Source: an optimization exercise on an open RTL-to-GDS flow (aim: small area, a short achievable clock period and few clock cycles per item). Production flows keep margins and buffers that such runs may drop.
Where RTL was checked, it was by simulation tests only, not by an equivalence proof against the original.
Power is estimated from default activity; no workload was simulated.

## run A
Design css_length_to_fixed_px, start of the top module:
module css_length_to_fixed_px #(
  parameter int FRAC_DIGITS = 4
) (
  input  logic        clk,
  input  logic        rst,
  input  logic        push,
  output logic        full,
  input  logic [7:0]  char_code,
  input  logic        is_end,
  output logic        empty,
  input  logic        pop,
  output logic [31:0] px_value,
  output logic        invalid,
  input  logic        em_to_px_we,
  input  logic [15:0] em_to_px
);
Settings: LEC_CHECK=0, ABC_CLOCK_PERIOD_IN_PS=3000, CAP_MARGIN=20, CORE_MARGIN=2, CORE_UTILIZATION=60, SLEW_MARGIN=20; clock period 10.0 ns.
standard.sh (not shown) runs the stock make flow with config.mk's settings and CLKGATE_MAP_FILE= SYNTH_SCRIPT=/design/flow/synth_recipe.tcl, a recipe that flattens the netlist after the stock synthesis.
==> flow/flow/run.sh <==
#!/bin/bash
set -euo pipefail
bash standard.sh SETUP_SLACK_MARGIN=6 finish > standard_flow.log 2>&1
Per the final summary, run A finished and its layout is clean on timing, DRC and antenna.
Testbench counts of run A, summed over its fixed seeds: cycles 32,263, items 3,200.
The following lists how run B was set up differently from run A:
Settings: swapping 60 for 40 in CORE_UTILIZATION.
==> flow/flow/run.sh <==
#!/bin/bash
set -euo pipefail
bash standard.sh SETUP_SLACK_MARGIN=6.5 finish > standard_flow.log 2>&1
Notes after the runs:
- Against run A, summed area of non-filler cells in the final layout in run B rose by a few percent.
- The flow did not stop early for run B: all stages ran, and the layout cleared the timing, design-rule and antenna checks.
- Going from run A to run B, fill cell instance count of the final layout +1971; wire length per cell after detailed routing -0.79 microns; cell count +10%; worst hold slack +0.012 ns; wire length of the first global-routing pass +5.1%.
- Lower share of total power consumed by net switching was reported by run B, not run A.
- Row count of H-tree levels built during CTS: run B lower / run A higher
- Going from run A to run B, area occupied by multi-input gates climbed 4.4%; logic gate share of total power climbed 0.7 points; sequential share of power dropped 0.4 points.
> inputs changed (run B -> run C)
==> flow/flow/run.sh <==
#!/bin/bash
set -euo pipefail
bash standard.sh SETUP_SLACK_MARGIN=6 finish > standard_flow.log 2>&1
## What came out
Run C: detailed-placement wirelength estimate higher than run B. Capturing element of the worst setup path: u_scaler.rem[8]$_DFFE_PP_ -> run B, full -> run C. Per the comparison of run C with run B, total nets after synthesis essentially unchanged; logic gate share of total power decreased 0.6 points; share of the clock period used by the worst path after layout increased 3.8 points; standby leakage power decreased about 5%. | cell area after placement | run B vs run C | ≈ equal |. The area fraction in compound gates after synthesis was comparable across run B and run C.

job 5415:
Another version of the RTL of css_length_to_fixed_px (not shown whole).
For scale: roughly 2200 cells after synthesis, about 280 flip-flops, about 0.020 mm^2 of cells after synthesis.
Settings: LEC_CHECK=0, ABC_CLOCK_PERIOD_IN_PS=3000, CAP_MARGIN=20, CORE_MARGIN=2, CORE_UTILIZATION=50, SLEW_MARGIN=20; clock period 10.0 ns.
==> flow/flow/run.sh <==
#!/bin/bash
set -euo pipefail
bash standard.sh SETUP_SLACK_MARGIN=6.5 finish > standard_flow.log 2>&1
Testbench counts of job 5415, summed over its fixed seeds: cycles 32,111, items 3,200.
Inputs modified between job 5415 and job 5119:
--- a/flow/config.mk
+++ b/flow/config.mk
@@ -11 +11 @@
-export CORE_UTILIZATION = 50
+export CORE_UTILIZATION = 40
### Flow results
The flow did not stop early for job 5119: all stages ran, and the layout cleared the timing, design-rule and antenna checks.
Placement-stage worst setup slack: job 5119 vs job 5415 down 91 ps
Re placed instance area: job 5415 and job 5119 aren't equal, and the lower value belongs to job 5415.
For the global routing usage summed across all routing layers, job 5119 came in 5.6 points lower than job 5415 did.

Another version of the RTL of css_length_to_fixed_px (not shown whole).
Size: roughly 2300 cells after synthesis, about 290 flip-flops, about 65 I/O pins, about 21000 sq um of cells after synthesis.
clock: 10.0 ns
lec_check: 0
abc_clock_period_in_ps: 3000
cap_margin: 20
core_margin: 2
core_utilization: 40
slew_margin: 20
==> flow/flow/run.sh <==
#!/bin/bash
set -euo pipefail
bash standard.sh SETUP_SLACK_MARGIN=7 finish > standard_flow.log 2>&1
The baseline completed with no timing, DRC or antenna violations.
Rerun with:
==> flow/flow/run.sh (replaced) <==
#!/bin/bash
set -euo pipefail
bash standard.sh SETUP_SLACK_MARGIN=6.5 finish > standard_flow.log 2>&1
What happened: Wire length goes down by 4.4%; via count decreases by about 3.4%; clock power is lower by about 7%; critical path depth fell by 1; hold slack gets better by 0.028 ns; clock skew drops by 0.011 ns; sequential power barely changes; sequential share of layout area is higher by 2.0 points; non-clock buffer count is lower by 114.
No functional check of the RTL was part of any run of this note.

Setup of before:
css_length_to_fixed_px, a different RTL version from the one above (not shown whole).
For scale: ~2200 cells after synthesis, ~280 flip-flops, about 65 I/O pins, ~0.020 mm2 of cells after synthesis.
==> flow/config.mk <==
export PLATFORM = sky130hd
export DESIGN_NAME = css_length_to_fixed_px
export DESIGN_NICKNAME = css_length_to_fixed_px
export VERILOG_FILES = /design/flow/design.v
export SDC_FILE = /design/flow/constraint.sdc
export NUM_CORES = 4
export LEC_CHECK = 0
export ABC_CLOCK_PERIOD_IN_PS = 3000
export CAP_MARGIN = 20
export CORE_MARGIN = 2
export CORE_UTILIZATION = 40
export SLEW_MARGIN = 20
==> flow/constraint.sdc <==
create_clock -name core_clock -period 10.0 [get_ports {clk}]
set_input_delay 2.0000 -clock core_clock [delete_from_list [all_inputs] [get_ports {clk}]]
set_output_delay 2.0000 -clock core_clock [all_outputs]
set_load 0.01 [all_outputs]
==> flow/flow/run.sh <==
#!/bin/bash
set -euo pipefail
bash standard.sh SETUP_SLACK_MARGIN=6.5 finish > standard_flow.log 2>&1
before did not stop at any stage, and its layout met the timing, design-rule and antenna checks.
Modified inputs, after compared to before
==> flow/flow/run.sh <==
#!/bin/bash
set -euo pipefail
bash standard.sh SETUP_SLACK_MARGIN=6 finish > standard_flow.log 2>&1
Results
- after against before: clock power roughly the same, tightest hold margin roughly the same.
- Re share of the cycle needed by the critical path after routing: after is 2.9 points up on before.
- On met3 usage, the lower figure sits with after, not before.
- Going from before to after, the cell count was found to have gone down by about 2.4%.
- Clock skew ended up 19 ps higher on after than on before.
- after vs before — combinational share of power dropped 1.3 points.
- For the least setup slack across all paths after layout, after came in 290 ps lower than before did.
- As far as area after detailed placement is concerned, after and before perform about the same.
- The clock network fraction of total power reported for after is greater than that of before by 0.2 points.
No functional check of the RTL was part of any run of this note.

-- separate check: timing with driven ports --
The flow's constraints put no driver on any port. The routed layouts listed below were extracted and timed again, unchanged, in two steps. Step 1 (the two cells are an assumption about what drives the block):
set clk [get_ports {clk}]
set_driving_cell -lib_cell sky130_fd_sc_hd__clkbuf_16 $clk
set_driving_cell -lib_cell sky130_fd_sc_hd__buf_2 [delete_from_list [all_inputs] $clk]
Step 2 also shifts input and output timing later by t, the mid clock arrival at the registers, as if the neighbouring blocks saw the same clock. Three values: no drivers, after step 1, after step 2; two values: the first two.
run	t (ns)	slack for setup (ns)	worst setup path at the end
run A	0.557	6.072 / 6.017 / 6.184	register to register
run B	0.618	6.476 / 6.476 / 6.430	input to register
run C	0.622	6.091 / 6.036 / 6.233	register to register
job 5415	0.621	6.473 / 6.422 / 6.290	input to register
job 5119	0.590	6.550 / 6.499 / 6.468	input to register
the first run of note 3	0.593	6.509 / 6.509 / 6.509	register to register
the second run of note 3	0.573	6.504 / 6.462 / 6.426	input to register
before	0.585	6.477 / 6.464 / 6.364	input to register
after	0.581	6.184 / 6.175 / 6.184	register to register
After both steps every run listed still meets setup and hold. The setup slack of job 5415, which loses most, moves by -0.051 ns with the drivers and by -0.183 ns with both steps.
